Background: an optimization exercise with open tools, aiming at small area, a short achievable clock period and few clock cycles per item. Do not read the settings as production practice. In this exercise RTL edits were held to simulation tests only and were not proved equivalent to the original. No activity file was given, so power comes from the tool's default toggle rates.

## rev 12
## windowed_distance_averager_top
module windowed_distance_averager_top #(
  parameter int NUM_AP = wda_pkg::NUM_AP_DEF,
  parameter int WINDOW = wda_pkg::WINDOW_DEF
) (
  input  logic                       clk,
  input  logic                       rst,
  input  logic                       req_valid,
  output logic                       req_stall,
  input  logic [wda_pkg::REQ_W-1:0]  req,
  output logic                       rsp_valid,
  input  logic                       rsp_stall,
  output logic [wda_pkg::RSP_W-1:0]  rsp
);
  localparam int NP    = 8;                
  localparam int NW    = 8;                
  localparam int VW    = wda_pkg::VALUE_W;
  localparam int SW    = VW + 3;           
  localparam int CW    = 4;                
  localparam int NSTEP = SW;               
  localparam int EW    = 3 * VW;           
  localparam int ND = 3;
  localparam int B1 = 8;
  localparam int B2 = 18;
  localparam int B3 = 29;
  logic adv;             
  logic sk_v;            
  logic go;              
  logic sk_v_nx;
  logic adv_q;
  assign adv       = adv_q;
  assign go        = adv;
  assign req_stall = sk_v;
  logic          r1_v;           
  logic          r1_q;           
  logic [NP-1:0] r1_sel;         
  logic [NP-1:0] r1_st;          
  logic          r1_rot;         
  logic          r1_isst;        
  logic [2:0]    r1_ap;          
  logic [NP-1:0] r1_rsel;        
  logic [VW-1:0] nval [3];
  logic          nvld [3];
  always_ff @(posedge clk) begin
    if (rst) begin
      r1_v   <= 1'b0;
      r1_st  <= '0;
      r1_rot <= 1'b0;
      r1_isst <= 1'b0;
    end else if (go) begin
      r1_v   <= req_valid;
      r1_rot <= req_valid && !req[103] && req[0];
      r1_isst <= req_valid && !req[103];
  ...
Size: roughly 23,000 cells after synthesis, about 210 I/O pins.
==> flow/config.mk <==
export PLATFORM = sky130hd
export DESIGN_NAME = windowed_distance_averager_top
export DESIGN_NICKNAME = windowed_distance_averager_top
export VERILOG_FILES = /design/flow/design.v
export SDC_FILE = /design/flow/constraint.sdc
export NUM_CORES = 4
export LEC_CHECK = 0
export ABC_AREA = 1
export CAP_MARGIN = 35
export CORE_MARGIN = 2
export CORE_UTILIZATION = 52
export CTS_CLUSTER_DIAMETER = 60
export CTS_CLUSTER_SIZE = 30
export SETUP_SLACK_MARGIN = 4.6
export SLEW_MARGIN = 35
export SYNTH_MEMORY_MAX_BITS = 16384
==> flow/constraint.sdc <==
create_clock -name core_clock -period 8.0 [get_ports {clk}]
set_input_delay 1.6000 -clock core_clock [delete_from_list [all_inputs] [get_ports {clk}]]
set_output_delay 1.6000 -clock core_clock [all_outputs]
set_load 0.01 [all_outputs]
standard.sh (not shown) runs the stock make flow with config.mk's settings and CLKGATE_MAP_FILE= SYNTH_SCRIPT=/design/flow/synth_recipe.tcl, a recipe that flattens the netlist after the stock synthesis.
==> flow/flow/run.sh <==
#!/bin/bash
# The standard layout (the standard.sh: standard synthesis and every ORFS step), with one
# change: the input and output port buffers are buf_4 cells instead of the buffer that
# buffer_ports picks by default (a slow delay buffer). Every port still gets its buffer.
# The whole make output goes to standard.log here; ORFS keeps each step's own log under orfs/logs.
set -euo pipefail
bash standard.sh "BUFFER_PORTS_ARGS=-buffer_cell sky130_fd_sc_hd__buf_4" finish > standard.log 2>&1
Testbench counts of rev 12, summed over its fixed seeds: cycles 3,837, items 3,781.
Input changes introduced in rev 13 (baseline for comparison: rev 12):
--- a/flow/design.v
+++ b/flow/design.v
@@ -84,13 +84,12 @@
   logic          r1_q;           
   logic [NP-1:0] r1_sel;         
   logic [NP-1:0] r1_st;          
   logic          r1_rot;         
   logic          r1_isst;        
   logic [2:0]    r1_ap;          
-  logic [NP-1:0] r1_rsel;        
   logic [VW-1:0] nval [3];
   logic          nvld [3];
   always_ff @(posedge clk) begin
     if (rst) begin
       r1_v   <= 1'b0;
       r1_st  <= '0;
@@ -118,27 +117,15 @@
   logic [NP*NW*3-1:0]  rf;
   logic [NP*3*SW-1:0]  ssum;
   logic [NP-1:0]       snz;        
   logic [CW-1:0]       fill;
   logic          rot;        
   logic [NP-1:0] wr;         
-  logic          rot_nx;
-  logic [NP-1:0] wr_nx;
+  assign rot = r1_rot && go;
   always_comb begin
-    rot_nx = (go ? (req_valid && !req[103] && req[0]) : r1_rot) && !sk_v_nx;
-    for (int p = 0; p < NP; p++)
-      wr_nx[p] = (go ? (req_valid && !req[103] && (req[102:100] == 3'(p))) : r1_st[p]) && !sk_v_nx;
-  end
-  always_ff @(posedge clk) begin
-    if (rst) begin
-      rot <= 1'b0;
-      wr  <= '0;
-    end else begin
-      rot <= rot_nx;
-      wr  <= wr_nx;
-    end
+    for (int p = 0; p < NP; p++) wr[p] = r1_st[p] && go;
   end
   logic [VW-1:0] oval [3];
   logic          ovld [3];
   logic [SW-1:0] osum [3];
   logic [NW-1:1] ovlr [3];       
   always_comb begin
@@ -147,13 +134,13 @@
       ovld[j] = 1'b0;
       osum[j] = '0;
       ovlr[j] = '0;
       for (int p = 0; p < NP; p++) begin
         oval[j] = oval[j] | ({VW{r1_sel[p]}} & rv[p*NW*EW + j*VW +: VW]);
         ovld[j] = ovld[j] | (r1_sel[p] & rf[p*NW*3 + j]);
-        osum[j] = osum[j] | ({SW{r1_rsel[p]}} & ssum[(p*3 + j)*SW +: SW]);
+        osum[j] = osum[j] | ({SW{r1_sel[p] & snz[p]}} & ssum[(p*3 + j)*SW +: SW]);
         for (int i = 1; i < NW; i++)
           ovlr[j][i] = ovlr[j][i] | (r1_sel[p] & rf[(p*NW + i)*3 + j]);
       end
     end
   end
   logic          full;
@@ -220,41 +207,37 @@
   logic          a_st;           
   logic [NP-1:0] a_sel;
   logic [CW-1:0] a_f;
   logic [SW-1:0] a_s  [3];       
   logic [SW-1:0] a_c  [3];       
   logic [NW-1:0] a_vb [3];       
-  always_ff @(posedge clk) begin
-    if (go) begin
-      for (int p = 0; p < NP; p++)
-        r1_rsel[p] <= (req[102:100] == 3'(p)) && !(r1_isst && (r1_ap == req[102:100])) &&
-                      (snz[p] || (a_st && a_sel[p]));
-    end
-  end
   logic          fwd;
   logic [SW-1:0] f_s  [3];
   logic [SW-1:0] f_c  [3];
+  logic [SW-1:0] opy  [3];
   logic          sub  [3];
+  logic          add  [3];
   logic [SW-1:0] opa  [3];
   logic [SW-1:0] opb  [3];
   logic [SW-1:0] opc  [3];
   logic [SW-1:0] xsum [3];
   always_ff @(posedge clk) begin
     if (rst) fwd <= 1'b0;
     else if (go) fwd <= r1_isst && (r1_ap == req[102:100]);
   end
   always_comb begin
     for (int j = 0; j < 3; j++) begin
       sub[j]  = ovld[j] && (!r1_q || !full);
+      add[j]  = nvld[j] && !r1_q;
       opa[j]  = {{(SW-VW){nval[j][VW-1]}}, nval[j]};
       opb[j]  = sub[j] ? ~{{(SW-VW){oval[j][VW-1]}}, oval[j]} : {SW{1'b1}};
       f_s[j]  = a_s[j] ^ {a_c[j][SW-2:0], 1'b1} ^ opa[j];
       f_c[j]  = (a_s[j] & {a_c[j][SW-2:0], 1'b1}) | (a_s[j] & opa[j]) |
                 ({a_c[j][SW-2:0], 1'b1} & opa[j]);
       opc[j]  = fwd ? {f_c[j][SW-2:0], 1'b0} : opa[j];
-      xsum[j] = ({SW{fwd}} & f_s[j]) | osum[j];
+      xsum[j] = fwd ? f_s[j] : osum[j];
     end
   end
   always_ff @(posedge clk) begin
     if (rst) begin
       a_v  <= 1'b0;
       a_st <= 1'b0;
Notes after the runs:
Rev 13 completed; timing, DRC and antenna clean
Having completed the whole flow, rev 12 delivered a layout that passed the timing, DRC and antenna checks.
Status: number of enable-type register cells in the synthesized netlist parity (rev 12, rev 13)
Delta (rev 13 minus rev 12): delay of the slowest critical-path stage moved up, max-slew headroom at the worst pin went down, net switching share of the total power increased by 0.44 points relative to the old numbers, non-clock buffer count has increased.
Testbench counts of rev 13, summed over its fixed seeds: cycles 3,837, items 3,781.

-- static timing again, ports no longer ideal --
In the flow no input, the clock included, has a driving cell. The finished layouts below were timed again as built, in two steps. Step 1 sets driving cells, clkbuf_16 on the clock port and buf_2 on the other inputs (assumed; they add their load-dependent delay and slew). Step 2 also shifts input and output timing later by t, the mid clock arrival at the registers, as if the neighbouring blocks saw the same clock. Three values: ideal ports, drivers, drivers and shift; two values: the first two.
run | t (ns) | setup WS [ns] | hold slack, ns
rev 12 | 1.250 | 4.571 / 4.537 / 4.020 | 0.377 / 0.377 / 0.377
rev 13 | 1.218 | 4.525 / 4.497 / 3.897 | 0.390 / 0.390 / 0.390
After both steps every run listed still meets setup and hold. For rev 13, which loses most, drivers alone change the setup slack by -0.028 ns; drivers and shift together by -0.628 ns.
